From an optimization exercise on the open Yosys and OpenROAD flow, aimed at small area, a short achievable clock period and few clock cycles; shortcuts taken in it are not production practice.
The RTL was checked by simulation tests, not by an equivalence proof against the original design.
Power figures rest on the tool's default switching activity, not on a simulated workload.

File: flow/config.mk
export PLATFORM = sky130hd
export DESIGN_NAME = priority_bitmap_task_scheduler
export DESIGN_NICKNAME = priority_bitmap_task_scheduler
export VERILOG_FILES = /design/flow/design.v
export SDC_FILE = /design/flow/constraint.sdc
export NUM_CORES = 4
export LEC_CHECK = 0
export CAP_MARGIN = 20
export CORE_MARGIN = 2
export CORE_UTILIZATION = 40
export SETUP_SLACK_MARGIN = 4
export SLEW_MARGIN = 20
File: flow/constraint.sdc
create_clock -name core_clock -period 8.0 [get_ports {clk}]
set_input_delay 1.6000 -clock core_clock [delete_from_list [all_inputs] [get_ports {clk}]]
set_output_delay 1.6000 -clock core_clock [all_outputs]
set_load 0.01 [all_outputs]
File: flow/design.v
`timescale 1ns / 1ps
package pbts_pkg;
	localparam int SLICE_W = 8;
	localparam int LOCK_W  = 8;
	localparam logic [SLICE_W-1:0] SLICE_RESET = 8'd10;
	localparam logic [LOCK_W-1:0]  LOCK_MAX    = 8'd255;
	localparam logic [2:0] FN_CREATE  = 3'd0;
	localparam logic [2:0] FN_TICK    = 3'd1;
	localparam logic [2:0] FN_DELAY   = 3'd2;
	localparam logic [2:0] FN_SUSPEND = 3'd3;
	localparam logic [2:0] FN_RESUME  = 3'd4;
	localparam logic [2:0] FN_LOCK    = 3'd5;
	localparam logic [2:0] FN_UNLOCK  = 3'd6;
	localparam logic [2:0] FN_NOP     = 3'd7;
	localparam logic [1:0] ST_OK       = 2'd0;
	localparam logic [1:0] ST_LOCKED   = 2'd1;
	localparam logic [1:0] ST_NONE_RDY = 2'd2;
	localparam logic [1:0] ST_NO_SCHED = 2'd3;
endpackage
`timescale 1ns / 1ps
module pbts_cell #(
	parameter int PRIO_BITS  = 5,
	parameter int DELAY_BITS = 16
) (
	input  logic                          clk,
	input  logic                          arst_n,
	input  logic                          cre,       
	input  logic                          sus,       
	input  logic                          res,       
	input  logic                          dly,       
	input  logic                          tick,      
	input  logic                          sl_we,     
	input  logic [PRIO_BITS-1:0]          prio_in,
	input  logic [DELAY_BITS-1:0]         dly_in,
	input  logic [pbts_pkg::SLICE_W-1:0]  sl_in,
	output logic                          created,
	output logic                          delayed,
	output logic                          susp,
	output logic                          ready,     
	output logic                          wake,      
	output logic [PRIO_BITS-1:0]          prio,
	output logic [pbts_pkg::SLICE_W-1:0]  slice,
	output logic                          slice_le1  
);
	logic [DELAY_BITS-1:0] dcnt_q;
	logic                  counting, dz, hi_z;
	assign hi_z     = (dcnt_q[DELAY_BITS-1:1] == '0);
	assign counting = created & delayed & ~susp;
	assign ready    = created & ~delayed & ~susp;
	assign wake     = counting & dz;
	assign slice_le1 = (slice[pbts_pkg::SLICE_W-1:1] == '0);
	always_ff @(posedge clk or negedge arst_n) begin
		if (!arst_n) created <= 1'b0;
		else if (cre) created <= 1'b1;
	end
	always_ff @(posedge clk) begin
		if (cre)              delayed <= 1'b0;
		else if (dly)         delayed <= 1'b1;
		else if (tick & wake) delayed <= 1'b0;
		if (cre | res)        susp <= 1'b0;
		else if (sus)         susp <= 1'b1;
		if (cre)              prio <= prio_in;
		if (dly) begin
			dcnt_q <= dly_in;
			dz     <= (dly_in == '0);
		end else if (tick & counting & ~dz) begin
			dcnt_q <= dcnt_q - 1'b1;
			dz     <= hi_z;
		end
		if (sl_we)            slice <= sl_in;
	end
endmodule
`timescale 1ns / 1ps
module priority_bitmap_task_scheduler #(
	parameter int NUM_TASKS  = 16,
	parameter int NUM_PRIO   = 32,
	parameter int DELAY_BITS = 16
) (
	input  logic                            clk,
	input  logic                            arst_n,
	input  logic                            req_valid,
	output logic                            req_ready,
	input  logic [2:0]                      req_func,
	input  logic [3:0]                      req_task_id,
	input  logic [4:0]                      req_priority,
	input  logic [15:0]                     req_delay_ticks,
	output logic                            rsp_valid,
	input  logic                            rsp_ready,
	output logic [3:0]                      rsp_next_task,
	output logic                            rsp_switch_request,
	output logic [3:0]                      rsp_current_task,
	output logic [1:0]                      rsp_status,
	input  logic                            cfg_wr_en,
	input  logic [pbts_pkg::SLICE_W-1:0]    cfg_wr_data
);
	localparam int NT = NUM_TASKS;
	localparam int TW = $clog2(NUM_TASKS);
	localparam int PW = $clog2(NUM_PRIO);
	localparam int SW = pbts_pkg::SLICE_W;
	logic                         rsp_valid_q;
	logic [SW-1:0]                slice_len_q;
	logic [pbts_pkg::LOCK_W-1:0]  lock_q;
	logic [TW-1:0]                running_q;     
	logic [NT-1:0]                run1_q;        
	logic [1:0]                   status_q;
	logic                         sw_q;
	logic [TW-1:0]                pid_q;         
	logic [PW-1:0]                ppr_q;         
	logic                         pcre_q;        
	logic                         ord_q  [NT][NT];
	logic                         same_q [NT][NT];
	logic acc;
	logic f_cre, f_tick, f_dly, f_sus, f_res, f_lock, f_unl;
	assign acc    = req_valid & ~rsp_valid_q;
	assign f_cre  = acc & (req_func == pbts_pkg::FN_CREATE);
	assign f_tick = acc & (req_func == pbts_pkg::FN_TICK);
	assign f_dly  = acc & (req_func == pbts_pkg::FN_DELAY);
	assign f_sus  = acc & (req_func == pbts_pkg::FN_SUSPEND);
	assign f_res  = acc & (req_func == pbts_pkg::FN_RESUME);
	assign f_lock = acc & (req_func == pbts_pkg::FN_LOCK);
	assign f_unl  = acc & (req_func == pbts_pkg::FN_UNLOCK);
	logic [NT-1:0] idh, pidh, created, delayed, susp, rdy, wake;
	logic [NT-1:0] cre, sus, res, dly, sl_we, sle1, enq, cpend;
	logic [PW-1:0] prio [NT];
	logic [SW-1:0] slice [NT];
	logic [SW-1:0] slice_run, slice_next, sl_in;
	logic          reload;
	for (genvar i = 0; i < NT; i++) begin : g_task
		assign idh[i]   = (req_task_id == TW'(i));
		assign pidh[i]  = (pid_q == TW'(i));
		assign cre[i]   = f_cre & idh[i] & ~created[i];
		assign sus[i]   = f_sus & idh[i] & created[i] & ~susp[i];
		assign res[i]   = f_res & idh[i] & created[i] & susp[i];
		assign dly[i]   = f_dly & run1_q[i];
		assign sl_we[i] = cre[i] | (f_tick & run1_q[i]);
		assign enq[i]   = res[i] & ~delayed[i];
		assign cpend[i] = pcre_q & pidh[i];
		pbts_cell #(
			.PRIO_BITS  (PW),
			.DELAY_BITS (DELAY_BITS)
		) u_cell (
			.clk       (clk),
			.arst_n    (arst_n),
			.cre       (cre[i]),
			.sus       (sus[i]),
			.res       (res[i]),
			.dly       (dly[i]),
			.tick      (f_tick),
			.sl_we     (sl_we[i]),
			.prio_in   (req_priority),
			.dly_in    (req_delay_ticks),
			.sl_in     (sl_in),
			.created   (created[i]),
			.delayed   (delayed[i]),
			.susp      (susp[i]),
			.ready     (rdy[i]),
			.wake      (wake[i]),
			.prio      (prio[i]),
			.slice     (slice[i]),
			.slice_le1 (sle1[i])
		);
	end
	always_comb begin
		slice_run = '0;
		for (int i = 0; i < NT; i++) slice_run = slice_run | (slice[i] & {SW{run1_q[i]}});
	end
	assign reload     = |(sle1 & run1_q);
	assign slice_next = reload ? slice_len_q : slice_run - 1'b1;
	assign sl_in      = f_tick ? slice_next : slice_len_q;
	logic [NT-1:0] rdy_t, rdy_m, late, mv;
	logic          rot;
	logic          ord_n [NT][NT];    
	assign rdy_t = rdy | wake;
	assign rdy_m = rdy & ~run1_q;
	assign rot   = reload & |(rdy_t & run1_q);
	always_ff @(posedge clk) begin
		if (acc)                         late <= enq;
		else if (rsp_valid_q & ~rsp_ready) late <= '0;
		else                             late <= run1_q & {NT{rot}};
	end
	assign mv    = late | wake;
	for (genvar i = 0; i < NT; i++) begin : g_on
		for (genvar j = 0; j < NT; j++) begin : g_onj
			if (i < j) begin : g_lo
				assign ord_n[i][j] = same_q[i][j] ?
					((mv[j] & ~late[i]) | (~mv[i] & ord_q[i][j])) : ord_q[i][j];
			end else if (i > j) begin : g_hi
				assign ord_n[i][j] = ~ord_n[j][i];
			end else begin : g_eq
				assign ord_n[i][j] = 1'b1;
			end
		end
	end
	logic [NT-1:0] p_lt, p_eq, c_v, c_s, c_e;
	for (genvar i = 0; i < NT; i++) begin : g_cmp
		assign p_lt[i] = (ppr_q < prio[i]);
		assign p_eq[i] = (ppr_q == prio[i]);
	end
	assign c_v = p_lt & ~cpend;
	assign c_s = p_lt | cpend;
	assign c_e = p_eq | cpend;
	logic ord_we;
	assign ord_we = f_tick | rsp_valid_q;
	for (genvar i = 0; i < NT; i++) begin : g_ord
		for (genvar j = 0; j < NT; j++) begin : g_ordj
			if (i < j) begin : g_lo
				always_ff @(posedge clk) begin
					if (cpend[i] | cpend[j]) begin
						ord_q[i][j]  <= ~c_v[i] & c_s[j];
						same_q[i][j] <= c_e[i] & c_e[j];
					end else if (ord_we) begin
						ord_q[i][j]  <= ord_n[i][j];
					end
				end
			end else begin : g_no
				assign ord_q[i][j]  = 1'b0;
				assign same_q[i][j] = 1'b0;
			end
		end
	end
	logic [NT-1:0] win_t, win_m;
	logic [TW-1:0] id_t, id_m;
	logic          any_t, any_m, sw_t, lk, sus_run;
	always_comb begin
		for (int i = 0; i < NT; i++) begin
			win_t[i] = rdy_t[i];
			win_m[i] = rdy_m[i];
			for (int j = 0; j < NT; j++) begin
				if (j != i) begin
					win_t[i] = win_t[i] & (~rdy_t[j] | ord_n[i][j]);
					win_m[i] = win_m[i] & (~rdy_m[j] | ord_n[i][j]);
				end
			end
		end
		id_t = '0;
		id_m = '0;
		for (int i = 0; i < NT; i++) begin
			id_t = id_t | (TW'(i) & {TW{win_t[i]}});
			id_m = id_m | (TW'(i) & {TW{win_m[i]}});
		end
	end
	assign any_t   = |rdy_t;
	assign any_m   = |rdy_m;
	assign sw_t    = ~|(win_t & run1_q);
	assign lk      = (lock_q != '0);
	assign sus_run = |(run1_q & created & ~susp);
	logic sch_m, sch, any, pick;
	assign sch_m = f_dly | (f_sus & sus_run & (req_task_id == running_q));
	assign sch   = f_tick | sch_m;
	assign any   = f_tick ? any_t : any_m;
	assign pick  = sch & ~lk & any;
	always_ff @(posedge clk or negedge arst_n) begin
		if (!arst_n) begin
			slice_len_q <= pbts_pkg::SLICE_RESET;
		end else if (cfg_wr_en) begin
			slice_len_q <= cfg_wr_data;
		end
	end
	always_ff @(posedge clk or negedge arst_n) begin
		if (!arst_n) begin
			rsp_valid_q <= 1'b0;
			lock_q      <= '0;
			running_q   <= '0;
			run1_q      <= '0;
		end else begin
			if (acc) rsp_valid_q <= 1'b1;
			else if (rsp_ready) rsp_valid_q <= 1'b0;
			if (f_lock && lock_q != pbts_pkg::LOCK_MAX) lock_q <= lock_q + 1'b1;
			if (f_unl && lock_q != '0) lock_q <= lock_q - 1'b1;
			if (pick) begin
				running_q <= f_tick ? id_t : id_m;
				run1_q    <= f_tick ? win_t : win_m;
			end
		end
	end
	always_ff @(posedge clk) begin
		if (acc) begin
			if (!sch)     status_q <= pbts_pkg::ST_NO_SCHED;
			else if (lk)  status_q <= pbts_pkg::ST_LOCKED;
			else if (any) status_q <= pbts_pkg::ST_OK;
			else          status_q <= pbts_pkg::ST_NONE_RDY;
			sw_q  <= pick & (~f_tick | sw_t);
			pid_q <= req_task_id;
			ppr_q <= req_priority;
		end
		pcre_q <= |cre;
	end
	assign req_ready          = ~rsp_valid_q;
	assign rsp_valid          = rsp_valid_q;
	assign rsp_next_task      = (status_q == pbts_pkg::ST_OK) ? running_q : '0;
	assign rsp_switch_request = sw_q;
	assign rsp_current_task   = running_q;
	assign rsp_status         = status_q;
endmodule
File: flow/run.sh
#!/bin/bash
# synth_recipe.tcl (not shown) runs the flow's synth.tcl, then flattens the netlist and writes it again
# the make line also repeats each setting of config.mk as NAME=value (left out here)
make -C /OpenROAD-flow-scripts/flow DESIGN_CONFIG=/design/flow/config.mk WORK_HOME=/design/flow/orfs CLKGATE_MAP_FILE= SYNTH_SCRIPT=/design/flow/synth_recipe.tcl finish
==> impl_metrics.yaml, run 1 <==
status:
  status: "complete, no violations"
synth:
  synth_top_family_by_area: "simple AND/OR/NAND/NOR gates"
  yosysTopAreaCell: "edfxtp_1"
  ys.flop_type: "edfxtp_1"
  synth-adder-area-share_pct: 2.72
  synth_compound_area_share_pct: 17.2
  synth_top_area_share_pct: 45.6
  syn-num-nets: 5213
  synth_warnings: 550
  synth_common_cells: "edfxtp_1, nor2_1, nand2_1, a21oi_1, nand3_1"
  synth_edf_count: 732
  synth-seq-area-share_pct: 50.4
  ys_ff_latch: 834
  synthCells: 5068
  syn_area_um2: 48200
  async_flop_share_pct: 6.35
  synth-xor-area-share_pct: 3.98
  synthMuxAreaShare_pct: 0.504
  synthSimpleGateAreaFrac_pct: 21.2
  synthTopCellsByArea: "edfxtp_1, nor2_1, a21oi_1, nand2_1, nand3_1"
  yosysMostFrequentCell: "edfxtp_1"
  avgSynthCellArea_um2: 9.51
  ys_types: 95
drt:
  vias: 45400
  drtPass1Iterations: 6
  routed_wl_um: 251000
  drt_iter0_drc: 6962
  drc: 0
  via_per_inst: 6.66
  wl_per_cell_um: 36.8
  ant_nets: 0
sta:
  min_period_over_period_pct: 53.8
  tns_ns: 0
  final-hold-violation-count: 0
  max_freq_mhz: 232
  hold_ws_ns: 0.503
  maxSlewViolCount: 0
  rsz0062_at_grt: "true"
  fin_skew_ns: 0.0553
  worst_pin_slew_ns: 1.25
  slew_headroom_pct: 16.8
  setup_viol: 0
  fin_crit_ns: 4.31
layout:
  area_growth_pct: 14.3
  num-nets-final: 5264
  post_route_cells_drive_above_1_share_pct: 10.2
  fillCellCount: 11500
floorplan:
  die_w_um: 351
  io_pins: 54
  core-area_um2: 120000
  die_h_um: 351
  die_area_um2: 123000
  rows: 127
  start_util_pct: 40.2
hold_path:
  hold_class: "flop to flop"
global_route:
  grt_pass1_wl_um: 340000
  grt_start_max_net_pins: 67
  globalRoute.totalOverflow: 0
  gr-usage-all-layers_pct: 40.1
  antenna_found_initial: 31
  grt_pass1_vias: 41700
worst_setup_path:
  crit_path_start_kind: "flop"
  cp.arrival_ns: 4.76
  cp_slowest_cell: "dfxtp_1"
  cp_top_family: "compound AO/OA/AOI/OAI gates"
  crit_chain: "clkinv_2 > a31oi_1 > a21oi_1 > a2111oi_1 > nand4_1 > o2bb2a_1 > nand4_1 > or4_1 > a21oi_1"
  path_buf_inv: 1
  cp.required_ns: 8.46
  slowest_delay_ns: 0.72
  path_max_fanout: 18
  end_kind: "flop"
  worst-setup-path-type: "flop to flop"
clock_network:
  cts-root-buf: "clkbuf_16"
  cts.sinks: 834
  tritoncts: "yes"
  postCtsHoldBufs: 0
  clock_path_buffers: 3
  cts_buffers: 97
  cts-htree-levels: 3
  path_clk_slew_ns: 0.08
  clk-insertion-delay-late_ns: 0.75
pwr:
  power_frac_comb_pct: 14.4
  seqPwrFrac_pct: 44.3
  switchingPower_uw: 3340
  p_leak_uw: 0.0199
  p_sw_share_pct: 29.8
  p_per_area_nw_per_um2: 204
  p_clk_share_pct: 41.3
  power.internal_uw: 7880
  peakVddDrop_v: 0.000176
placement:
  port_buffers: 53
  gp_congestion: 1.09
  hpwl_um: 178000
run:
  max_cap_violations: 0
## layout make-up
type | instances | area (um^2) | area share (%)
antenna | 14 | 35.0 | 0.0636
clock buffer | 111 | 2500 | 4.54
clock inverter | 64 | 739 | 1.34
inverter | 178 | 683 | 1.24
multi-input combinational | 3745 | 22700 | 41.2
sequential | 834 | 24300 | 44.1
tap | 1612 | 2020 | 3.66
timing repair buffer | 262 | 2130 | 3.88
timing repair inverter | 1 | 8.76 | 0.0159
## kinds of logic after synthesis
kind of cell / after synthesis
compound gates: 1276
xor+xnor: 219
fa+ha+maj: 104
buf+inv: 490
flops: 834
mux: 23
simple gates: 2122
## what timing repair did
action | in CTS | in global routing
gates cloned | 2 | 0
pin swaps | 12 | 6
resized for setup | 52 | 23
setup endpoints to repair | 348 | 82
buffers inserted | 17 | 8
endpoints found under the hold margin | 0 | 0
## layout by cell type, fill, tap and decap left out, types with 20 or more instances in the layout
master / n
edfxtp_1: 732
nor2_1: 627
nand2_1: 459
a21oi_1: 446
nand3_1: 299
buf_4: 202
inv_1: 171
xnor2_1: 170
o21ai_0: 158
nor2b_1: 127
nor3_1: 118
nor4_1: 109
ha_1: 103
a31oi_1: 98
clkbuf_16: 97
nand2b_1: 85
o211ai_1: 76
a22oi_1: 60
nand4_1: 56
dfrtp_1: 51
xor2_1: 49
dfxtp_1: 48
clkdlybuf4s50_1: 47
o2111ai_1: 41
o21a_1: 41
o22ai_1: 35
or4_1: 30
and2_1: 30
a31o_2: 27
a221oi_1: 26
a22o_1: 26
a32o_1: 25
clkinv_1: 23
or2_2: 22
a21o_1: 22
or3_1: 21
and3_1: 20
o31ai_1: 20
## worst reg2reg max path, cell delays in order, from the launching register on
cell and delay [ns]:
dfxtp_1 0.72, clkinv_2 0.47, a31oi_1 0.65, a21oi_1 0.24, a2111oi_1 0.64, nand4_1 0.52, o2bb2a_1 0.45, nand4_1 0.16
or4_1 0.16, a21oi_1 0.06
## layer usage
| layer | GRT usage (%) | vias up | routed length [um] | part of all wire, % |
|---|---|---|---|---|
| met5 | 0.275 | - | 142 | 0.057 |
| met4 | 21.9 | 20 | 16500 | 6.6 |
| met3 | 12.6 | 736 | 32300 | 13 |
| met2 | 57.7 | 3186 | 103000 | 41 |
| met1 | 53.4 | 22500 | 99100 | 39 |
| li1 | - | 19000 | - | - |
## power groups by stage
| stage | logic, uW | clock network (uW) | registers [uW] |
|---|---|---|---|
| floorplan | 727 | 0 | 4990 |
| global placement | 1470 | 0 | 5050 |
| detailed placement | 1470 | 0 | 5050 |
| CTS | 1510 | 4660 | 4960 |
| global route | 1610 | 4820 | 4980 |
| finish | 1620 | 4630 | 4970 |
## per-stage QoR
step,instances,power [uW],utilization (%),worst slack (ns),area (um^2)
after global routing,6808,11400,45.9,3.90,55100
after detailed placement,6604,6530,42.8,2.14,51300
after global placement,6600,6520,42.8,2.21,51300
after CTS,6798,11100,45.8,3.94,54900
final,6821,11200,46.0,3.69,55100
after floorplan,5068,5720,-,3.70,48300
## final timing paths
path / startpoint / endpoint / slack [ns] / depth (start not counted)
hold reg to reg: g_task[1].u_cell.susp / g_task[1].u_cell.susp / 0.50 / 2
setup / recovery: late[6] / sw_q / 3.69 / 9
max in group asynchronous: arst_n / g_task[3].u_cell.created / 6.10 / 2
min in group asynchronous: arst_n / slice_len_q[0] / 1.14 / 2
setup reg to reg: late[6] / sw_q / 3.69 / 9
hold / removal: g_task[1].u_cell.susp / g_task[1].u_cell.susp / 0.50 / 2
## state kept, by name, summed over array words and instances, names as in the netlist, 4 cells and up
signal                 count
g_task.u_cell.created     16
slice_len_q                8
pid_q                      4
g_task.u_cell.dz          16
g_task.u_cell.dcnt_q     256
lock_q                     8
g_task.u_cell.prio        80
running_q                  4
g_task.u_cell.slice      128
ord_q                    120
same_q                   120
ppr_q                      5
run1_q                    16
late                      16
g_task.u_cell.susp        16
g_task.u_cell.delayed     16
Testbench counts, summed over its fixed seeds: cycles 16,000.
==> inputs of run 2 (changes only) <==
--- a/flow/design.v
+++ b/flow/design.v
@@ -102,6 +102,8 @@
 	logic [pbts_pkg::LOCK_W-1:0]  lock_q;
 	logic [TW-1:0]                running_q;     
 	logic [NT-1:0]                run1_q;        
+	logic                         lk_q;          
+	logic [TW-1:0]                nx_q;          
 	logic [1:0]                   status_q;
 	logic                         sw_q;
 	logic [TW-1:0]                pid_q;         
@@ -242,7 +244,7 @@
 	assign any_t   = |rdy_t;
 	assign any_m   = |rdy_m;
 	assign sw_t    = ~|(win_t & run1_q);
-	assign lk      = (lock_q != '0);
+	assign lk      = lk_q;
 	assign sus_run = |(run1_q & created & ~susp);
 	logic sch_m, sch, any, pick;
 	assign sch_m = f_dly | (f_sus & sus_run & (req_task_id == running_q));
@@ -260,13 +262,20 @@
 		if (!arst_n) begin
 			rsp_valid_q <= 1'b0;
 			lock_q      <= '0;
+			lk_q        <= 1'b0;
 			running_q   <= '0;
 			run1_q      <= '0;
 		end else begin
 			if (acc) rsp_valid_q <= 1'b1;
 			else if (rsp_ready) rsp_valid_q <= 1'b0;
-			if (f_lock && lock_q != pbts_pkg::LOCK_MAX) lock_q <= lock_q + 1'b1;
-			if (f_unl && lock_q != '0) lock_q <= lock_q - 1'b1;
+			if (f_lock) begin
+				if (lock_q != pbts_pkg::LOCK_MAX) lock_q <= lock_q + 1'b1;
+				lk_q <= 1'b1;
+			end
+			if (f_unl) begin
+				if (lock_q != '0) lock_q <= lock_q - 1'b1;
+				lk_q <= (lock_q > pbts_pkg::LOCK_W'(1));
+			end
 			if (pick) begin
 				running_q <= f_tick ? id_t : id_m;
 				run1_q    <= f_tick ? win_t : win_m;
@@ -280,6 +289,7 @@
 			else if (any) status_q <= pbts_pkg::ST_OK;
 			else          status_q <= pbts_pkg::ST_NONE_RDY;
 			sw_q  <= pick & (~f_tick | sw_t);
+			nx_q  <= ~pick ? '0 : f_tick ? id_t : id_m;
 			pid_q <= req_task_id;
 			ppr_q <= req_priority;
 		end
@@ -287,7 +297,7 @@
 	end
 	assign req_ready          = ~rsp_valid_q;
 	assign rsp_valid          = rsp_valid_q;
-	assign rsp_next_task      = (status_q == pbts_pkg::ST_OK) ? running_q : '0;
+	assign rsp_next_task      = nx_q;
 	assign rsp_switch_request = sw_q;
 	assign rsp_current_task   = running_q;
 	assign rsp_status         = status_q;
--- a/flow/config.mk
+++ b/flow/config.mk
@@ -8,5 +8,6 @@
 export CAP_MARGIN = 20
 export CORE_MARGIN = 2
 export CORE_UTILIZATION = 40
-export SETUP_SLACK_MARGIN = 4
+export CTS_BUF_LIST = sky130_fd_sc_hd__clkbuf_4 sky130_fd_sc_hd__clkbuf_8
+export SETUP_SLACK_MARGIN = 5
 export SLEW_MARGIN = 20
==> impl_metrics.yaml, run 2 <==
status:
  status: "complete, no violations"
synth:
  ys_types: 90
  synthCells: 5051
  synthTopCellsByArea: "edfxtp_1, nor2_1, a21oi_1, nand2_1, nand3_1"
  synth_edf_count: 736
  synth_common_cells: "edfxtp_1, nor2_1, nand2_1, a21oi_1, nand3_1"
  syn_area_um2: 48300
  synth_top_area_share_pct: 45.8
  synth_warnings: 550
  syn-num-nets: 5193
  async_flop_share_pct: 6.44
  yosysTopAreaCell: "edfxtp_1"
  synth-seq-area-share_pct: 50.6
  ys_ff_latch: 839
  ys.flop_type: "edfxtp_1"
  avgSynthCellArea_um2: 9.55
  yosysMostFrequentCell: "edfxtp_1"
global_route:
  antenna_found_initial: 18
  grt_use_met3_pct: 10.6
  grt_start_max_net_pins: 67
  grt_pass1_vias: 42900
  grt_use_met2_pct: 58.0
  use_met1_pct: 49.6
  globalRoute.totalOverflow: 0
  grt.busiest_layer: "met2"
  grt_pass1_wl_um: 336000
  gr-usage-all-layers_pct: 39.3
sta:
  min_period_over_period_pct: 40.8
  fin_crit_ns: 3.26
  maxSlewViolCount: 0
  tns_ns: 0
  setup_viol: 0
  max_freq_mhz: 307
  final-hold-violation-count: 0
  fin_ws_ns: 4.74
  hold_ws_ns: 0.506
  worst_pin_slew_ns: 1.19
  rsz0062_at_grt: "true"
  slew_headroom_pct: 21.0
  fin_skew_ns: 0.0443
layout:
  area_growth_pct: 22.8
  post_route_cells_drive_above_1_share_pct: 20.8
  layout_common_cells: "edfxtp_1, nor2_1, nand2_1, a21oi_1, nand3_1"
  regMostFlops: "g_task.u_cell.dcnt_q"
  num-nets-final: 5468
  largest_reg_flops: 256
  largestRegisters: "g_task.u_cell.dcnt_q: 256 flops, g_task.u_cell.slice: 128 flops"
  final_cells: 7067
  final_common_cell: "edfxtp_1"
clock_network:
  cts-root-buf: "clkbuf_8"
  postCtsHoldBufs: 0
  path_clk_slew_ns: 0.06
  cts.sinks: 839
  cts_buffers: 154
  clock_path_buffers: 3
  cts-htree-levels: 4
  clk-insertion-delay-late_ns: 0.93
  tritoncts: "yes"
worst_setup_path:
  cpMostUsedCell: "buf_12"
  path_max_fanout: 6
  crit_path_start_kind: "flop"
  cp_slowest_cell: "or4_4"
  crit_chain: "and4b_1 > buf_12 > or2_4 > buf_12 > a32oi_4 > buf_6 > o22a_4 > nand4_4 > or4_4 > nand4_1 > or3_4 > a21oi_2"
  slowest_delay_ns: 0.51
  r2r_cells: 12
  cp.required_ns: 8.67
  r2r-start: "g_task[13].u_cell.dz"
  worst-setup-path-type: "flop to flop"
  cp_top_family: "simple AND/OR/NAND/NOR gates"
  cp.arrival_ns: 3.93
  r2r_setup_slack_ns: 4.74
  end_kind: "flop"
  r2r_end: "sw_q"
  path_buf_inv: 3
placement:
  port_buffers: 53
  placed_cells: 6578
  pre_cts_ws_ns: 3.16
  gp_congestion: 1.12
  hpwl_um: 171000
drt:
  vias: 46000
  wl_per_cell_um: 34.8
  drtPass1Iterations: 6
  via_per_inst: 6.50
  drc: 0
  ant_nets: 0
  routed_wl_um: 246000
  drt_iter0_drc: 6177
pwr:
  finalPower_uw: 11900
  peakVddDrop_v: 0.000178
  p_per_area_nw_per_um2: 202
  p_leak_uw: 0.0214
floorplan:
  core-area_um2: 120000
  die_w_um: 351
  die_area_um2: 123000
  start_util_pct: 40.3
  rows: 127
  die_h_um: 351
  io_pins: 54
hold_path:
  min_to: "slice_len_q[1]"
  hold_depth: 2
  hold_class: "flop to flop"
  worstHoldStart: "slice_len_q[1]"
run:
  max_cap_violations: 0
## run 2: layout make-up
| type | count | area (um^2) |
|---|---|---|
| diodes | 12 | 30.0 |
| clock buffers | 205 | 2550 |
| clock inverters | 68 | 564 |
| fillers | 11100 | 60600 |
| inverters | 153 | 628 |
| multi-input cells | 3766 | 24900 |
| flip-flops and latches | 839 | 24500 |
| well taps | 1612 | 2020 |
| repair buffers | 411 | 4050 |
| repair inverters | 1 | 7.51 |
## run 2: tightest hold or removal path: cells and delay by family (launching register included)
kind                   cells  cell delay, ns
AOI/OAI and AO/OA          1            0.07
buffers and inverters      1            0.05
DFF                        1            0.38
## run 2: what timing repair did
action | 4_1_cts | 5_1_grt
buffers inserted | 155 | 40
cloned | 5 | 3
setup endpoints to repair | 1349 | 635
pin swaps | 98 | 64
gates resized for setup | 449 | 148
endpoints found under the hold margin | 0 | 0
## run 2: logic make-up after synthesis
family / share of synthesized area [%]
buf+inv: 3.63
xor+xnor: 3.92
flops: 50.6
fa+ha+maj: 2.62
compound gates: 17.4
mux: 0.519
simple gates: 21.3
## run 2: power by group
group	leakage [uW]	internal (uW)	switching (uW)
Clock	0.00164	2340	1990
Sequential	0.00786	4940	240
Combinational	0.0119	758	1680
Total	0.0214	8040	3910
## run 2: how the worst max path moves through the flow
stage	startpoint	to	slack (ns)	cells past startpoint
6_report	g_task[13].u_cell.dz	sw_q	4.74	12
5_1_grt	g_task[5].u_cell.created	nx_q[3]	4.74	9
4_1_cts	sw_q	rsp_switch_request	4.72	1
3_5_place_dp	req_func[1]	ord_q[21]	3.16	7
3_3_place_gp	req_func[1]	ord_q[38]	3.21	7
2_1_floorplan	req_func[1]	g_task[12].u_cell.dcnt_q[0]	4.51	6
## run 2: per-stage QoR
| stage | utilization, % | area [um^2] |
|---|---|---|
| 2_1_floorplan | - | 49400 |
| 3_3_place_gp | 43.2 | 51800 |
| 3_5_place_dp | 43.2 | 51800 |
| 4_1_cts | 48.7 | 58300 |
| 5_1_grt | 49.4 | 59200 |
| 6_report | 49.4 | 59200 |
## run 2: metal layers
metal / part of all wire, % / wire [um]
met5: 0.063 / 156
met4: 8.4 / 20800
met3: 11 / 26500
met2: 43 / 105000
met1: 38 / 93700
Testbench counts of run 2, summed over its fixed seeds: cycles 16,000.
==> inputs of run 3 (changes only) <==
--- a/flow/design.v
+++ b/flow/design.v
@@ -43,11 +43,17 @@
 	output logic                          slice_le1  
 );
 	logic [DELAY_BITS-1:0] dcnt_q;
-	logic                  counting, dz, hi_z;
+	logic                  counting, dz, hi_z, dec;
+	logic [DELAY_BITS-1:0] low_z;    
 	assign hi_z     = (dcnt_q[DELAY_BITS-1:1] == '0);
 	assign counting = created & delayed & ~susp;
 	assign ready    = created & ~delayed & ~susp;
 	assign wake     = counting & dz;
+	assign dec      = tick & counting & ~dz;
+	always_comb begin
+		low_z[0] = 1'b1;
+		for (int k = 1; k < DELAY_BITS; k++) low_z[k] = low_z[k-1] & ~dcnt_q[k-1];
+	end
 	assign slice_le1 = (slice[pbts_pkg::SLICE_W-1:1] == '0);
 	always_ff @(posedge clk or negedge arst_n) begin
 		if (!arst_n) created <= 1'b0;
@@ -63,9 +69,9 @@
 		if (dly) begin
 			dcnt_q <= dly_in;
 			dz     <= (dly_in == '0);
-		end else if (tick & counting & ~dz) begin
-			dcnt_q <= dcnt_q - 1'b1;
-			dz     <= hi_z;
+		end else begin
+			dcnt_q <= dcnt_q ^ (low_z & {DELAY_BITS{dec}});
+			if (dec) dz <= hi_z;
 		end
 		if (sl_we)            slice <= sl_in;
 	end
--- a/flow/config.mk
+++ b/flow/config.mk
@@ -5,9 +5,9 @@
 export SDC_FILE = /design/flow/constraint.sdc
 export NUM_CORES = 4
 export LEC_CHECK = 0
+export ABC_AREA = 1
 export CAP_MARGIN = 20
 export CORE_MARGIN = 2
 export CORE_UTILIZATION = 40
-export CTS_BUF_LIST = sky130_fd_sc_hd__clkbuf_4 sky130_fd_sc_hd__clkbuf_8
-export SETUP_SLACK_MARGIN = 5
+export SETUP_SLACK_MARGIN = 4.8
 export SLEW_MARGIN = 20
==> impl_metrics.yaml, run 3 <==
status:
  status: "complete, no violations"
layout:
  final_common_cell: "nand2_1"
  multi_input_area_um2: 22000
  fillCellCount: 11500
  largest_reg_flops: 256
  num-nets-final: 6463
  regMostFlops: "g_task.u_cell.dcnt_q"
  utilization_pct: 47.0
  post_route_cells_drive_above_1_share_pct: 11.1
  area_growth_pct: 16.9
  seqCellArea_um2: 21900
  postLayoutCellArea_um2: 54400
  largestRegisters: "g_task.u_cell.dcnt_q: 256 flops, g_task.u_cell.slice: 128 flops"
  layout_common_cells: "nand2_1, nor2_1, inv_1, edfxtp_1, nand3_1"
sta:
  final-hold-violation-count: 0
  worst_pin_slew_ns: 1.19
  tns_ns: 0
  fin_skew_ns: 0.0473
  rsz0062_at_grt: "true"
  max_freq_mhz: 303
  slew_headroom_pct: 20.7
  fin_crit_ns: 3.30
  setup_viol: 0
  maxSlewViolCount: 0
  min_period_over_period_pct: 41.2
floorplan:
  die_area_um2: 119000
  die_w_um: 345
  die_h_um: 345
  start_util_pct: 40.2
  core-area_um2: 116000
  io_pins: 54
  rows: 125
global_route:
  grt_pass1_vias: 42800
  gr-usage-all-layers_pct: 33.6
  antenna_found_initial: 8
  globalRoute.totalOverflow: 0
  grt_pass1_wl_um: 293000
  grt_start_max_net_pins: 55
drt:
  drtPass1Iterations: 8
  via_per_inst: 5.77
  drt_iter0_drc: 5739
  drc: 0
  vias: 45800
  wl_per_cell_um: 26.0
  routed_wl_um: 206000
  ant_nets: 0
worst_setup_path:
  crit_path_start_kind: "flop"
  r2r_setup_slack_ns: 4.70
  crit_chain: "nand2_1 > nor2_1 > clkinvlp_4 > nor2_1 > buf_4 > nor2_1 > buf_4 > clkinvlp_4 > o21ai_0 > o21ai_0"
  cpMostUsedCell: "nor2_1"
  cp_top_family: "buffers and inverters"
  path_max_fanout: 13
  cp_num_cells: 10
  r2r_end: "ord_q[239]"
  worst-setup-path-type: "flop to flop"
  cp_slowest_cell: "nand2_1"
  r2r-start: "pid_q[0]"
  r2r_cells: 10
  end_kind: "flop"
  cp.required_ns: 8.46
  slowest_delay_ns: 0.49
  cp.arrival_ns: 3.76
  crit_start: "pid_q[0]"
  path_buf_inv: 4
synth:
  ys.flop_type: "edfxtp_1"
  yosysMostFrequentCell: "nand2_1"
  syn-num-nets: 6320
  synthCells: 6178
  avgSynthCellArea_um2: 7.54
  synth_common_cells: "nand2_1, nor2_1, inv_1, edfxtp_1, nand3_1"
  ys_types: 61
  yosysTopAreaCell: "edfxtp_1"
  syn_area_um2: 46600
  synth_warnings: 550
  synthTopCellsByArea: "edfxtp_1, nand2_1, dfxtp_1, nor2_1, inv_1"
  synth-seq-area-share_pct: 47.0
  synth_edf_count: 480
  ys_ff_latch: 839
  async_flop_share_pct: 6.44
  synth_top_area_share_pct: 30.9
hold_path:
  min_to: "g_task[12].u_cell.dcnt_q[14]"
  hold_depth: 2
  hold_class: "flop to flop"
  worstHoldStart: "g_task[12].u_cell.dcnt_q[14]"
pwr:
  peakVddDrop_v: 0.000187
  p_clk_share_pct: 34.3
  switchingPower_uw: 4660
  p_leak_uw: 0.0251
  power_frac_comb_pct: 23.2
  p_per_area_nw_per_um2: 246
  power.internal_uw: 8730
  seqPwrFrac_pct: 42.5
  p_sw_share_pct: 34.8
placement:
  place_area_um2: 49300
  hpwl_um: 140000
  gp_congestion: 1.06
  port_buffers: 53
clock_network:
  tritoncts: "yes"
  clock_path_buffers: 3
  cts-root-buf: "clkbuf_16"
  cts.sinks: 839
  path_clk_slew_ns: 0.06
  cts-htree-levels: 3
  clk-insertion-delay-late_ns: 0.74
  cts_buffers: 98
run:
  max_cap_violations: 0
-- run 3: repair_timing --
item	4_1_cts	5_1_grt
pin swaps	20	20
cloned	5	1
resized for setup	168	86
endpoints found under the hold margin	0	0
setup endpoints to repair	958	210
buffers inserted	74	33
hold buffers	0	0
-- run 3: metrics by stage --
| step | hold slack, ns | setup WS [ns] | std cells | total power, uW |
|---|---|---|---|---|
| 2_1_floorplan | 0.441 | 4.78 | 6178 | 7410 |
| 3_3_place_gp | 0.458 | 2.83 | 7632 | 8540 |
| 3_5_place_dp | 0.462 | 2.97 | 7632 | 8610 |
| 4_1_cts | 0.472 | 4.48 | 7892 | 13200 |
| 5_1_grt | 0.482 | 4.76 | 7927 | 13900 |
| 6_report | 0.470 | 4.70 | 7932 | 13400 |
-- run 3: cell families (layout without fill, tap and decap cells) --
kind of cell             Yosys count  count (layout)  share of synthesized area [%]
flip-flops                       839             839                           47.0
other                              0               6                              0
AO/OA/AOI/OAI                    774             774                           9.72
XOR/XNOR                          44              44                          0.827
buffers and inverters            970            1193                           8.05
adder cells (fa/ha/maj)          101             101                           2.71
AND/OR/NAND/NOR                 3448            3449                           31.7
multiplexers                       2               2                         0.0457
-- run 3: how the worst max path moves through the flow --
stage	endpoint	slack, ns
floorplan	g_task[6].u_cell.dcnt_q[14]	4.78
global placement	running_q[0]	2.83
detailed placement	ord_q[42]	2.97
CTS	ord_q[239]	4.48
global route	rsp_valid	4.76
finish	ord_q[239]	4.70
-- run 3: layer usage --
metal | track usage, % | part of all wire, %
met3 | 8.83 | 11
met4 | 22.6 | 8.0
met2 | 50.7 | 42
met5 | 0 | 0.023
met1 | 42.2 | 38
-- run 3: final cells by class --
type / instances / share of cell area (%)
flip-flops and latches: 839 / 40.2
repair inverters: 2 / 0.0230
clock inverters: 46 / 0.878
multi-input cells: 4370 / 40.4
clock buffers: 135 / 5.11
repair buffers: 268 / 4.45
diodes: 6 / 0.0276
inverters: 742 / 5.44
well taps: 1524 / 3.50
-- run 3: power by group through the flow --
| stage | Clock, uW | Sequential [uW] | Combinational [uW] |
|---|---|---|---|
| 5_1_grt | 4780 | 5770 | 3300 |
| 3_3_place_gp | 0 | 5760 | 2790 |
| 3_5_place_dp | 0 | 5770 | 2840 |
| 6_report | 4590 | 5690 | 3110 |
| 4_1_cts | 4620 | 5680 | 2940 |
| 2_1_floorplan | 0 | 5640 | 1770 |
-- run 3: worst reg2reg max path, stage by stage (launching register included) --
cell and delay [ns]:
edfxtp_1 0.42, nand2_1 0.49, nor2_1 0.15, clkinvlp_4 0.13, nor2_1 0.04, buf_4 0.27, nor2_1 0.15, buf_4 0.29
clkinvlp_4 0.49, o21ai_0 0.42, o21ai_0 0.16
Testbench counts of run 3, summed over its fixed seeds: cycles 16,000.
==> inputs of run 4 (changes only) <==
--- a/flow/config.mk
+++ b/flow/config.mk
@@ -9,5 +9,5 @@
 export CAP_MARGIN = 20
 export CORE_MARGIN = 2
 export CORE_UTILIZATION = 40
-export SETUP_SLACK_MARGIN = 4.8
+export SETUP_SLACK_MARGIN = 5
 export SLEW_MARGIN = 20
==> impl_metrics.yaml, run 4 <==
layout:
  postLayoutCellArea_um2: 55500
  final_common_cell: "nand2_1"
  post_route_cells_drive_above_1_share_pct: 13.2
  area_growth_pct: 19.1
  fillCellCount: 11300
  num-nets-final: 6520
  largestRegisters: "g_task.u_cell.dcnt_q: 256 flops, g_task.u_cell.slice: 128 flops"
  layout_common_cells: "nand2_1, nor2_1, inv_1, edfxtp_1, nand3_1"
  regMostFlops: "g_task.u_cell.dcnt_q"
  largest_reg_flops: 256
hold_path:
  hold_class: "flop to flop"
  worstHoldStart: "g_task[2].u_cell.dcnt_q[14]"
  min_to: "g_task[2].u_cell.dcnt_q[14]"
  hold_depth: 2
worst_setup_path:
  worst-setup-path-type: "flop to flop"
  r2r-start: "g_task[15].u_cell.created"
  path_max_fanout: 15
  r2r_end: "sw_q"
  end_kind: "flop"
  crit_path_start_kind: "flop"
  crit_start: "g_task[15].u_cell.created"
  cp.required_ns: 8.48
  r2r_cells: 18
  r2r_setup_slack_ns: 4.84
  cp.arrival_ns: 3.64
clock_network:
  tritoncts: "yes"
  cts-root-buf: "clkbuf_16"
  cts-htree-levels: 3
  clock_path_buffers: 3
  cts.sinks: 839
  clk-insertion-delay-late_ns: 0.75
  path_clk_slew_ns: 0.06
  cts_buffers: 96
placement:
  place_area_um2: 49400
  gp_congestion: 1.10
  port_buffers: 53
  hpwl_um: 135000
synth:
  synth_warnings: 550
  ys.flop_type: "edfxtp_1"
  yosysMostFrequentCell: "nand2_1"
  syn_area_um2: 46600
  synth-adder-area-share_pct: 2.71
  synthTopCellsByArea: "edfxtp_1, nand2_1, dfxtp_1, nor2_1, inv_1"
  ys_types: 61
  synth-xor-area-share_pct: 0.827
  synth_top_area_share_pct: 30.9
  synth_compound_area_share_pct: 9.72
  synthSimpleGateAreaFrac_pct: 31.7
  synthCells: 6178
  synthMuxAreaShare_pct: 0.0457
  ys_ff_latch: 839
  yosysTopAreaCell: "edfxtp_1"
  avgSynthCellArea_um2: 7.54
  synth_top_family_by_area: "simple AND/OR/NAND/NOR gates"
  syn-num-nets: 6320
  synth_edf_count: 480
  async_flop_share_pct: 6.44
  synth_common_cells: "nand2_1, nor2_1, inv_1, edfxtp_1, nand3_1"
  synth-seq-area-share_pct: 47.0
drt:
  ant_nets: 0
  via_per_inst: 5.79
  wl_per_cell_um: 24.9
  drc: 0
  drtPass1Iterations: 9
  vias: 46300
  routed_wl_um: 199000
  drt_iter0_drc: 5974
pwr:
  p_per_area_nw_per_um2: 242
  peakVddDrop_v: 0.000207
  p_leak_uw: 0.0256
global_route:
  grt_pass1_wl_um: 284000
  grt_start_max_net_pins: 61
  antenna_found_initial: 14
  gr-usage-all-layers_pct: 32.3
  grt_pass1_vias: 42800
  globalRoute.totalOverflow: 0
sta:
  worst_pin_slew_ns: 1.12
  rsz0062_at_grt: "true"
  setup_viol: 0
  min_period_over_period_pct: 39.5
  slew_headroom_pct: 25.3
  tns_ns: 0
  final-hold-violation-count: 0
  fin_skew_ns: 0.0721
  fin_crit_ns: 3.16
  maxSlewViolCount: 0
  max_freq_mhz: 316
floorplan:
  start_util_pct: 40.2
  io_pins: 54
  die_h_um: 345
  rows: 125
  die_area_um2: 119000
  core-area_um2: 116000
  die_w_um: 345
status:
  status: "complete, no violations"
run:
  max_cap_violations: 0
run 4: metal layers:
layer / track usage, % / wire [um]
met4: 19.9 / 14100
met2: 48.6 / 84900
met1: 40.7 / 75000
met3: 9.60 / 25000
met5: 0 / 95
run 4: layout make-up:
class | instances | area, um^2 | area share (%)
multi-input combinational | 4369 | 22300 | 40.2
clock inverter | 46 | 554 | 0.999
antenna | 3 | 7.51 | 0.0135
inverter | 742 | 2980 | 5.37
tap | 1524 | 1910 | 3.44
sequential | 839 | 21900 | 39.5
clock buffer | 132 | 2700 | 4.86
timing repair inverter | 1 | 7.51 | 0.0135
timing repair buffer | 329 | 3120 | 5.61
run 4: worst max-delay path, cell delays in order, from the launching register on:
cell and delay, ns:
dfrtp_1 0.42, inv_1 0.15, nor2_4 0.21, nand3_2 0.22, nand2_2 0.14, buf_8 0.25, nand2_1 0.15, nand3_1 0.11
nand2_1 0.10, nor2_1 0.12, nand2_1 0.07, nor2_2 0.43, nand2_1 0.09, nand2_1 0.08, nor2_1 0.04, nand2_1 0.05
nor2_1 0.07, nor2_1 0.10, nor2_1 0.06
run 4: worst max path at each step:
stage / end / slack [ns] / depth (start not counted)
floorplan: g_task[11].u_cell.dcnt_q[14] / 4.79 / 15
global placement: g_task[1].u_cell.dz / 3.00 / 9
detailed placement: g_task[2].u_cell.dz / 2.90 / 9
CTS: req_ready / 4.86 / 3
global route: sw_q / 4.80 / 18
finish: sw_q / 4.84 / 18
run 4: power by group:
group          switching [uW]  leakage [uW]  internal, uW
registers                 453       0.00783          5240
logic                    2230        0.0161           927
clock network            1960       0.00157          2610
total                    4640        0.0256          8780
run 4: cells by family after synthesis:
kind of cell | Yosys count
compound gates | 774
xor+xnor | 44
fa+ha+maj | 101
buf+inv | 970
flops | 839
mux | 2
simple gates | 3448
run 4: metrics by stage:
stage	instances	setup slack (ns)	total power, uW	util [%]	hold slack [ns]
after floorplan	6178	4.79	7420	-	0.441
after global placement	7620	3.00	8510	42.6	0.454
after detailed placement	7621	2.90	8560	42.6	0.463
after CTS	7894	4.86	13200	46.7	0.472
after global routing	7984	4.80	13900	47.9	0.489
final	7985	4.84	13400	47.9	0.464
run 4: repair_timing:
item                                    4_1_cts  5_1_grt
gates resized for setup                     234      151
buffers inserted                             90       85
pin swaps                                    41       48
endpoints found under the setup margin     1080      524
cloned                                        5        2
hold buffers                                  0        0
==> inputs of run 5 (changes only) <==
--- a/flow/config.mk
+++ b/flow/config.mk
@@ -9,5 +9,7 @@
 export CAP_MARGIN = 20
 export CORE_MARGIN = 2
 export CORE_UTILIZATION = 40
-export SETUP_SLACK_MARGIN = 5
+export CTS_CLUSTER_DIAMETER = 70
+export CTS_CLUSTER_SIZE = 24
+export SETUP_SLACK_MARGIN = 4.8
 export SLEW_MARGIN = 20
==> impl_metrics.yaml, run 5 <==
synth:
  synth-xor-area-share_pct: 0.827
  syn-num-nets: 6320
  yosysTopAreaCell: "edfxtp_1"
  async_flop_share_pct: 6.44
  synthCells: 6178
  avgSynthCellArea_um2: 7.54
  synthSimpleGateAreaFrac_pct: 31.7
  synth_warnings: 550
  synth_top_family_by_area: "simple AND/OR/NAND/NOR gates"
  synthMuxAreaShare_pct: 0.0457
  synth-adder-area-share_pct: 2.71
  synth-seq-area-share_pct: 47.0
  synthTopCellsByArea: "edfxtp_1, nand2_1, dfxtp_1, nor2_1, inv_1"
  synth_compound_area_share_pct: 9.72
  ys_ff_latch: 839
  ys_types: 61
  yosysMostFrequentCell: "nand2_1"
  ys.flop_type: "edfxtp_1"
  syn_area_um2: 46600
  synth_edf_count: 480
  synth_common_cells: "nand2_1, nor2_1, inv_1, edfxtp_1, nand3_1"
  synth_top_area_share_pct: 30.9
drt:
  wl_per_cell_um: 26.0
  routed_wl_um: 205000
  drtPass1Iterations: 6
  via_per_inst: 5.79
  drt_iter0_drc: 5563
  vias: 45600
  drc: 0
  ant_nets: 0
floorplan:
  core-area_um2: 116000
  die_w_um: 345
  rows: 125
  die_h_um: 345
  start_util_pct: 40.2
  die_area_um2: 119000
  io_pins: 54
clock_network:
  cts_buffers: 70
  postCtsHoldBufs: 0
  clock_path_buffers: 3
  cts-htree-levels: 3
  path_clk_slew_ns: 0.09
  cts-root-buf: "clkbuf_16"
  cts.sinks: 839
  tritoncts: "yes"
  clk-insertion-delay-late_ns: 0.70
sta:
  fin_crit_ns: 3.33
  setup_viol: 0
  final-hold-violation-count: 0
  hold_ws_ns: 0.468
  fin_ws_ns: 4.67
  maxSlewViolCount: 0
  fin_skew_ns: 0.0461
  slew_headroom_pct: 20.0
  tns_ns: 0
  max_freq_mhz: 301
  worst_pin_slew_ns: 1.20
  rsz0062_at_grt: "true"
  min_period_over_period_pct: 41.6
worst_setup_path:
  slowest_delay_ns: 0.79
  cp_top_family: "compound AO/OA/AOI/OAI gates"
  worst-setup-path-type: "flop to flop"
  path_buf_inv: 2
  cp_slowest_cell: "o221ai_1"
  crit_chain: "buf_4 > ha_1 > nand2_1 > inv_1 > nand3_1 > o221ai_1 > nand2_2 > a21oi_1 > a31oi_1"
  path_max_fanout: 16
  end_kind: "flop"
  crit_path_start_kind: "flop"
  cp.arrival_ns: 3.73
  cp.required_ns: 8.41
global_route:
  gr-usage-all-layers_pct: 33.4
  grt_pass1_vias: 42400
  antenna_found_initial: 8
  globalRoute.totalOverflow: 0
  grt_start_max_net_pins: 55
  grt_pass1_wl_um: 291000
layout:
  post_route_cells_drive_above_1_share_pct: 10.8
  layout_common_cells: "nand2_1, nor2_1, inv_1, edfxtp_1, nand3_1"
  area_growth_pct: 14.9
  num-nets-final: 6430
  utilization_pct: 46.2
  largest_reg_flops: 256
  largestRegisters: "g_task.u_cell.dcnt_q: 256 flops, g_task.u_cell.slice: 128 flops"
  regMostFlops: "g_task.u_cell.dcnt_q"
  final_common_cell: "nand2_1"
placement:
  hpwl_um: 140000
  port_buffers: 53
  pre_cts_ws_ns: 2.97
  gp_congestion: 1.06
pwr:
  p_leak_uw: 0.0247
  p_sw_share_pct: 36.9
  switchingPower_uw: 4650
  power_frac_comb_pct: 24.7
  p_clk_share_pct: 30.1
  p_per_area_nw_per_um2: 235
  power.internal_uw: 7940
  peakVddDrop_v: 0.000202
  seqPwrFrac_pct: 45.2
status:
  status: "complete, no violations"
hold_path:
  hold_class: "flop to flop"
run:
  max_cap_violations: 0
-- run 5: logic make-up after synthesis --
group           after synthesis
simple gates               3448
buf+inv                     970
flops                       839
compound gates              774
fa+ha+maj                   101
xor+xnor                     44
mux                           2
-- run 5: cell type report --
class,instances,area [um^2]
clock inverters,52,627
repair inverters,1,5.00
fillers,11500,62400
multi-input cells,4370,21900
diodes,4,10.0
repair buffers,264,2400
flip-flops and latches,839,21900
clock buffers,76,1820
inverters,742,2960
well taps,1524,1910
-- run 5: power groups by stage --
stage	combinational (uW)	clock, uW	sequential (uW)
after floorplan	1770	0	5640
after global placement	2790	0	5760
after detailed placement	2840	0	5770
after CTS	2950	3810	5670
after global routing	3300	3980	5760
final	3110	3790	5680
-- run 5: layer usage --
metal / global-route usage, % / wire, um / share of wire [%] / vias up
met5: 0 / 50 / 0.024 / -
met4: 20.8 / 15200 / 7.4 / 10
met3: 8.22 / 23000 / 11 / 687
met2: 51.1 / 87800 / 43 / 2683
met1: 42.5 / 78800 / 38 / 21500
li1: - / - / - / 20700
-- run 5: timing repair --
item | in CTS | in global routing
gates cloned | 4 | 0
setup buffers | 78 | 26
setup endpoints to repair | 974 | 316
pin swaps | 27 | 14
gates resized for setup | 163 | 85
-- run 5: path summary, 6_finish.rpt --
kind | slack, ns | startpoint | cells past startpoint | to
worst max-delay path | 4.67 | ppr_q[4] | 9 | ord_q[107]
max in group asynchronous | 6.25 | arst_n | 2 | running_q[1]
worst min-delay path | 0.47 | g_task[12].u_cell.dcnt_q[14] | 2 | g_task[12].u_cell.dcnt_q[14]
min in group asynchronous | 1.09 | arst_n | 2 | slice_len_q[4]
worst min register to register | 0.47 | g_task[12].u_cell.dcnt_q[14] | 2 | g_task[12].u_cell.dcnt_q[14]
worst max register to register | 4.67 | ppr_q[4] | 9 | ord_q[107]
-- run 5: worst min-delay path, delay by kind of cell, from the launching register on --
kind	cells	cell delay, ns
flops	1	0.32
simple gates	1	0.05
compound gates	1	0.05
-- run 5: per-stage QoR --
| step | area (um^2) | power (uW) | std cells |
|---|---|---|---|
| after floorplan | 47100 | 7410 | 6178 |
| after global placement | 49300 | 8540 | 7632 |
| after detailed placement | 49300 | 8610 | 7632 |
| after CTS | 53000 | 12400 | 7842 |
| after global routing | 53500 | 13000 | 7868 |
| final | 53500 | 12600 | 7872 |
==> inputs of run 6 (changes only) <==
--- a/flow/design.v
+++ b/flow/design.v
@@ -201,8 +201,14 @@
 	end
 	logic [NT-1:0] p_lt, p_eq, c_v, c_s, c_e;
 	for (genvar i = 0; i < NT; i++) begin : g_cmp
-		assign p_lt[i] = (ppr_q < prio[i]);
-		assign p_eq[i] = (ppr_q == prio[i]);
+		logic [PW-1:0] bx, blt;
+		always_comb begin
+			bx  = ~(ppr_q ^ prio[i]);
+			blt = ~ppr_q & prio[i];
+			p_lt[i] = 1'b0;
+			for (int b = 0; b < PW; b++) p_lt[i] = blt[b] | (bx[b] & p_lt[i]);
+		end
+		assign p_eq[i] = &bx;
 	end
 	assign c_v = p_lt & ~cpend;
 	assign c_s = p_lt | cpend;
--- a/flow/config.mk
+++ b/flow/config.mk
@@ -9,7 +9,5 @@
 export CAP_MARGIN = 20
 export CORE_MARGIN = 2
 export CORE_UTILIZATION = 40
-export CTS_CLUSTER_DIAMETER = 70
-export CTS_CLUSTER_SIZE = 24
 export SETUP_SLACK_MARGIN = 4.8
 export SLEW_MARGIN = 20
==> impl_metrics.yaml, run 6 <==
worst_setup_path:
  end_kind: "flop"
  cp_slowest_cell: "dfrtp_1"
  path_max_fanout: 15
  cp.required_ns: 8.44
  crit_path_start_kind: "flop"
  slowest_delay_ns: 0.42
  cp.arrival_ns: 3.77
  crit_chain: "nand4_1 > nand2_4 > nand2_1 > nand2_1 > nand2_1 > nand2_1 > nand4_1 > nor2_1 > nand3_1 > nand2_1 > nor2_1 > nand2_1 > nor2_1 > nor2_1 > nor2_1"
  cpMostUsedCell: "nand2_1"
  worst-setup-path-type: "flop to flop"
pwr:
  p_sw_share_pct: 38.3
  switchingPower_uw: 5620
  p_clk_share_pct: 30.1
  seqPwrFrac_pct: 40.3
  power.internal_uw: 9050
  power_frac_comb_pct: 29.7
  p_leak_uw: 0.0244
  p_per_area_nw_per_um2: 274
  peakVddDrop_v: 0.000202
clock_network:
  clk-insertion-delay-late_ns: 0.72
  cts-htree-levels: 3
  cts_buffers: 95
  path_clk_slew_ns: 0.06
  clock_path_buffers: 3
  cts-root-buf: "clkbuf_16"
  tritoncts: "yes"
  cts.sinks: 839
global_route:
  grt_pass1_vias: 42000
  antenna_found_initial: 5
  gr-usage-all-layers_pct: 32.1
  grt_pass1_wl_um: 279000
  globalRoute.totalOverflow: 0
  grt_start_max_net_pins: 121
synth:
  ys.flop_type: "edfxtp_1"
  syn_area_um2: 46400
  synth_common_cells: "nand2_1, nor2_1, inv_1, edfxtp_1, nand3_1"
  async_flop_share_pct: 6.44
  yosysTopAreaCell: "edfxtp_1"
  syn-num-nets: 6268
  synthCells: 6126
  ys_types: 65
  avgSynthCellArea_um2: 7.57
  synth_warnings: 550
  synth_top_area_share_pct: 31.1
  synth-seq-area-share_pct: 47.2
  synth_edf_count: 480
  ys_ff_latch: 839
  yosysMostFrequentCell: "nand2_1"
  synthTopCellsByArea: "edfxtp_1, nand2_1, dfxtp_1, nor2_1, inv_1"
sta:
  worst_pin_slew_ns: 1.20
  fin_skew_ns: 0.0502
  setup_viol: 0
  min_period_over_period_pct: 41.7
  final-hold-violation-count: 0
  tns_ns: 0
  slew_headroom_pct: 19.8
  max_freq_mhz: 300
  fin_crit_ns: 3.34
  rsz0062_at_grt: "true"
  maxSlewViolCount: 0
layout:
  fillCellCount: 11300
  seqCellArea_um2: 21900
  postLayoutCellArea_um2: 53600
  largestRegisters: "g_task.u_cell.dcnt_q: 256 flops, g_task.u_cell.slice: 128 flops"
  final_cells: 7851
  final_common_cell: "nand2_1"
  layout_common_cells: "nand2_1, nor2_1, inv_1, edfxtp_1, nand3_1"
  largest_reg_flops: 256
  regMostFlops: "g_task.u_cell.dcnt_q"
  multi_input_area_um2: 21600
  post_route_cells_drive_above_1_share_pct: 10.5
  num-nets-final: 6393
  area_growth_pct: 15.6
floorplan:
  die_w_um: 344
  start_util_pct: 40.4
  core-area_um2: 115000
  die_h_um: 344
  io_pins: 54
  die_area_um2: 119000
  rows: 124
placement:
  hpwl_um: 134000
  place_area_um2: 48700
  port_buffers: 53
  gp_congestion: 1.07
  placed_cells: 7557
drt:
  drc: 0
  ant_nets: 0
  routed_wl_um: 194000
  drt_iter0_drc: 5733
  via_per_inst: 5.78
  vias: 45400
  wl_per_cell_um: 24.7
  drtPass1Iterations: 8
run:
  max_cap_violations: 0
hold_path:
  hold_class: "flop to flop"
status:
  status: "complete, no violations"
==> run 6: cell count changes in the layout (fill, tap and decap cells not counted), moves of 16 or more <==
cell       delta
a21oi_1      +33
inv_1        -64
a31oi_1      +39
o31ai_1      -19
nand2_1      +17
o21ai_0      -31
clkbuf_1     +16
clkbuf_16    +26
==> run 6: metrics by stage <==
stage	total power, uW	hold slack, ns	util, %	worst slack [ns]
6_report	14700	0.466	46.8	4.66
5_1_grt	15200	0.484	46.8	4.70
4_1_cts	14400	0.469	46.2	4.81
3_5_place_dp	9930	0.459	42.5	3.21
3_3_place_gp	9880	0.457	42.5	3.26
2_1_floorplan	8230	0.441	-	4.57
==> run 6: logic make-up after synthesis <==
| family | Yosys count | share of synthesized area (%) |
|---|---|---|
| simple gates | 3423 | 31.4 |
| flops | 839 | 47.2 |
| buf+inv | 917 | 7.70 |
| mux | 2 | 0.0459 |
| compound gates | 798 | 10.1 |
| fa+ha+maj | 101 | 2.73 |
| xor+xnor | 46 | 0.869 |
==> run 6: worst paths after layout <==
kind | start | end | slack (ns) | cells past startpoint
setup / recovery | g_task[3].u_cell.created | sw_q | 4.66 | 15
hold / removal | g_task[7].u_cell.dcnt_q[14] | g_task[7].u_cell.dcnt_q[14] | 0.47 | 2
min in group asynchronous | arst_n | slice_len_q[7] | 0.74 | 1
setup reg to reg | g_task[3].u_cell.created | sw_q | 4.66 | 15
max in group asynchronous | arst_n | rsp_valid_q | 6.16 | 2
hold reg to reg | g_task[7].u_cell.dcnt_q[14] | g_task[7].u_cell.dcnt_q[14] | 0.47 | 2
==> run 6: per-layer routing <==
layer / track usage (%) / part of all wire (%) / vias up
met5: 0 / 0.0077 / -
met4: 19.8 / 7.2 / 2
met3: 8.59 / 12 / 652
met2: 48.2 / 43 / 2749
met1: 41.2 / 38 / 21300
li1: - / - / 20700
==> run 6: what timing repair did <==
| item | in CTS | in global routing |
|---|---|---|
| gates cloned | 4 | 1 |
| gates resized for setup | 166 | 77 |
| buffers inserted | 71 | 32 |
| hold endpoints to repair | 0 | 0 |
| hold buffers | 0 | 0 |
| pin swaps | 27 | 19 |
| setup endpoints to repair | 873 | 355 |
==> run 6: power by group through the flow <==
stage / Sequential (uW) / Clock (uW) / Combinational (uW)
after floorplan: 5740 / 0 / 2490
after global placement: 5960 / 0 / 3930
final: 5910 / 4410 / 4350
after detailed placement: 5960 / 0 / 3970
after CTS: 5880 / 4450 / 4090
after global routing: 5980 / 4610 / 4600
==> run 6: area by class of cell <==
type | instances | share of cell area, %
inverters | 679 | 5.13
multi-input cells | 4371 | 40.4
clock buffers | 127 | 4.92
well taps | 1512 | 3.53
diodes | 6 | 0.0280
clock inverters | 52 | 0.880
repair buffers | 263 | 4.30
flip-flops and latches | 839 | 40.8
repair inverters | 2 | 0.0373
==> run 6: worst max-delay path: cells and delay by family, from the launching register on <==
family | cells | cell delay, ns
flip-flops | 1 | 0.42
AND/OR/NAND/NOR | 15 | 2.63
Testbench counts of run 6, summed over its fixed seeds: cycles 16,000.
==> inputs of run 7 (changes only) <==
--- a/flow/config.mk
+++ b/flow/config.mk
@@ -8,6 +8,6 @@
 export ABC_AREA = 1
 export CAP_MARGIN = 20
 export CORE_MARGIN = 2
-export CORE_UTILIZATION = 40
+export CORE_UTILIZATION = 30
 export SETUP_SLACK_MARGIN = 4.8
 export SLEW_MARGIN = 20
==> impl_metrics.yaml, run 7 <==
drt:
  drc: 0
  routed_wl_um: 201000
  ant_nets: 0
  via_per_inst: 5.44
  drtPass1Iterations: 7
  vias: 45700
  drt_iter0_drc: 6318
  wl_per_cell_um: 24.0
layout:
  fillCellCount: 15900
  largest_reg_flops: 256
  multi_input_area_um2: 21700
  postLayoutCellArea_um2: 54500
  final_common_cell: "nand2_1"
  area_growth_pct: 17.6
  largestRegisters: "g_task.u_cell.dcnt_q: 256 flops, g_task.u_cell.slice: 128 flops"
  num-nets-final: 6415
  regMostFlops: "g_task.u_cell.dcnt_q"
  post_route_cells_drive_above_1_share_pct: 10.9
  layout_common_cells: "nand2_1, nor2_1, inv_1, edfxtp_1, nand3_1"
  seqCellArea_um2: 21900
floorplan:
  die_h_um: 397
  io_pins: 54
  die_w_um: 397
  rows: 144
  start_util_pct: 30.2
  die_area_um2: 158000
  core-area_um2: 154000
placement:
  gp_congestion: 1.02
  place_area_um2: 49400
  hpwl_um: 137000
  port_buffers: 53
sta:
  max_freq_mhz: 306
  setup_viol: 0
  fin_skew_ns: 0.0921
  fin_crit_ns: 3.27
  final-hold-violation-count: 0
  rsz0062_at_grt: "true"
  tns_ns: 0
  worst_pin_slew_ns: 1.09
  slew_headroom_pct: 27.4
  min_period_over_period_pct: 40.9
  maxSlewViolCount: 0
status:
  status: "complete, no violations"
worst_setup_path:
  cp.arrival_ns: 3.77
  path_max_fanout: 15
  r2r-start: "g_task[11].u_cell.dz"
  worstSetupEndpoint: "sw_q"
  end_kind: "flop"
  worst-setup-path-type: "flop to flop"
  cp.required_ns: 8.50
  crit_path_start_kind: "flop"
  r2r_setup_slack_ns: 4.73
  r2r_end: "sw_q"
  crit_start: "g_task[11].u_cell.dz"
  r2r_cells: 16
global_route:
  grt_pass1_wl_um: 286000
  globalRoute.totalOverflow: 0
  grt_start_max_net_pins: 121
  gr-usage-all-layers_pct: 24.7
  antenna_found_initial: 6
  grt_pass1_vias: 42600
clock_network:
  cts-root-buf: "clkbuf_16"
  clock_path_buffers: 3
  tritoncts: "yes"
  path_clk_slew_ns: 0.06
  cts.sinks: 839
  cts_buffers: 96
  clk-insertion-delay-late_ns: 0.77
  cts-htree-levels: 3
synth:
  synth_top_area_share_pct: 31.1
  syn_area_um2: 46400
  synth_warnings: 550
  synth_edf_count: 480
  yosysTopAreaCell: "edfxtp_1"
  synth_top_family_by_area: "simple AND/OR/NAND/NOR gates"
  syn-num-nets: 6268
  avgSynthCellArea_um2: 7.57
  async_flop_share_pct: 6.44
  yosysMostFrequentCell: "nand2_1"
  synthTopCellsByArea: "edfxtp_1, nand2_1, dfxtp_1, nor2_1, inv_1"
  synthMuxAreaShare_pct: 0.0459
  synth-adder-area-share_pct: 2.73
  synthCells: 6126
  synth_common_cells: "nand2_1, nor2_1, inv_1, edfxtp_1, nand3_1"
  ys_types: 65
  synth_compound_area_share_pct: 10.1
  synthSimpleGateAreaFrac_pct: 31.4
  synth-xor-area-share_pct: 0.869
  ys_ff_latch: 839
  ys.flop_type: "edfxtp_1"
  synth-seq-area-share_pct: 47.2
hold_path:
  hold_class: "flop to flop"
pwr:
  p_leak_uw: 0.0245
  peakVddDrop_v: 0.000190
  p_per_area_nw_per_um2: 275
run:
  max_cap_violations: 0
## run 7: cell count changes in the layout (fill, tap and decap cells not counted), sizes merged, moves of 3 or more
cell           delta
clkinvlp          +6
clkdlybuf4s15     +6
clkbuf            -7
dlygate4sd2      -11
bufinv            +4
clkdlybuf4s50     -3
buf              +17
clkinv            +6
## run 7: metal layers
layer / up-vias / wire, um / global-route usage [%] / part of all wire (%)
met3: 709 / 25900 / 7.45 / 13
li1: 20700 / - / - / -
met2: 2804 / 84700 / 36.8 / 42
met1: 21500 / 76500 / 31.2 / 38
met5: - / 17 / 0 / 0.0084
met4: 2 / 14200 / 15.3 / 7.1
## run 7: logic make-up (layout without fill, tap and decap cells)
| logic type | after synthesis | after routing |
|---|---|---|
| AND/OR/NAND/NOR | 3423 | 3426 |
| flip-flops | 839 | 839 |
| multiplexers | 2 | 2 |
| AO/OA/AOI/OAI | 798 | 798 |
| buffers and inverters | 917 | 1142 |
| adder cells (fa/ha/maj) | 101 | 101 |
| XOR/XNOR | 46 | 46 |
| other | 0 | 4 |
## run 7: where the power goes
group | switching (uW) | internal [uW] | leakage (uW)
sequential | 619 | 5300 | 0.00786
combinational | 3180 | 1250 | 0.0150
clock | 2020 | 2610 | 0.00158
total | 5820 | 9160 | 0.0245
## run 7: metrics by stage
stage	std cells	hold slack (ns)	setup WS (ns)	total power (uW)	utilization, %
6_report	8402	0.470	4.73	15000	35.5
5_1_grt	8401	0.486	4.71	15500	35.5
4_1_cts	8362	0.471	4.78	14700	35.1
3_5_place_dp	8088	0.462	2.89	10000	32.1
3_3_place_gp	8088	0.457	2.88	9970	32.1
2_1_floorplan	6126	0.441	4.57	8230	-
## run 7: worst min-delay path by stage
| stage | from | end | slack (ns) | cells after the start |
|---|---|---|---|---|
| 6_report | g_task[3].u_cell.dcnt_q[14] | g_task[3].u_cell.dcnt_q[14] | 0.47 | 2 |
| 5_1_grt | g_task[1].u_cell.dcnt_q[12] | g_task[1].u_cell.dcnt_q[12] | 0.49 | 2 |
| 4_1_cts | g_task[7].u_cell.dcnt_q[14] | g_task[7].u_cell.dcnt_q[14] | 0.47 | 2 |
| 3_5_place_dp | g_task[10].u_cell.dcnt_q[14] | g_task[10].u_cell.dcnt_q[14] | 0.46 | 2 |
| 3_3_place_gp | g_task[3].u_cell.dcnt_q[10] | g_task[3].u_cell.dcnt_q[10] | 0.46 | 2 |
| 2_1_floorplan | g_task[3].u_cell.dcnt_q[14] | g_task[3].u_cell.dcnt_q[14] | 0.44 | 2 |
## run 7: final cells by class
type,instances,area share (%)
Sequential cell,839,40.2
Timing Repair inverter,8,0.0803
Tap cell,2044,4.69
Timing Repair Buffer,276,4.24
Inverter,679,5.05
Clock buffer,116,4.71
Multi-Input combinational cell,4373,39.8
Clock inverter,63,1.30
Antenna cell,4,0.0184
## run 7: critical path, cell delays in order (launching register included)
cell and delay [ns]:
edfxtp_1 0.43, nand4_1 0.33, nand2_1 0.17, buf_4 0.35, nand3_1 0.26, nand3_1 0.17
nand2_1 0.08, nor2_1 0.10, nand2_1 0.10, nor2_2 0.49, nand2_1 0.12, nand2_1 0.09
nor2_1 0.04, nand2_1 0.05, nor2_1 0.04, nor2_1 0.11, nor2_1 0.05
## run 7: timing repair
action / in CTS / in global routing
pin swaps: 31 / 13
buffers inserted: 85 / 35
hold buffers: 0 / 0
gates cloned: 10 / 1
setup endpoints to repair: 982 / 465
gates resized for setup: 172 / 74

## separate check: timing with driven ports
No port has a modelled driver above. Below, the same layouts with a new extraction and two added sets of constraints. Step 1: set_driving_cell puts a clkbuf_16 on clk and a buf_2 on each other input, an assumption about the parent block. Step 2 times the ports against the registers' clock, not the clock port: input delays grow and output delays shrink by t, the midpoint of the rising clock arrivals with the driver on. a / b / c = ideal / step 1 / step 2; a / b = the first two.
run | shift t [ns] | setup WS [ns]
run 1 | 0.803 | 3.695 / 3.695 / 3.267
run 2 | 0.982 | 4.739 / 4.705 / 4.061
run 3 | 0.797 | 4.702 / 4.702 / 4.004
run 4 | 0.783 | 4.839 / 4.811 / 4.241
run 5 | 0.749 | 4.673 / 4.673 / 4.128
run 6 | 0.771 | 4.664 / 4.664 / 4.062
run 7 | 0.796 | 4.730 / 4.730 / 4.061
After both steps setup and hold are still met in every run listed.
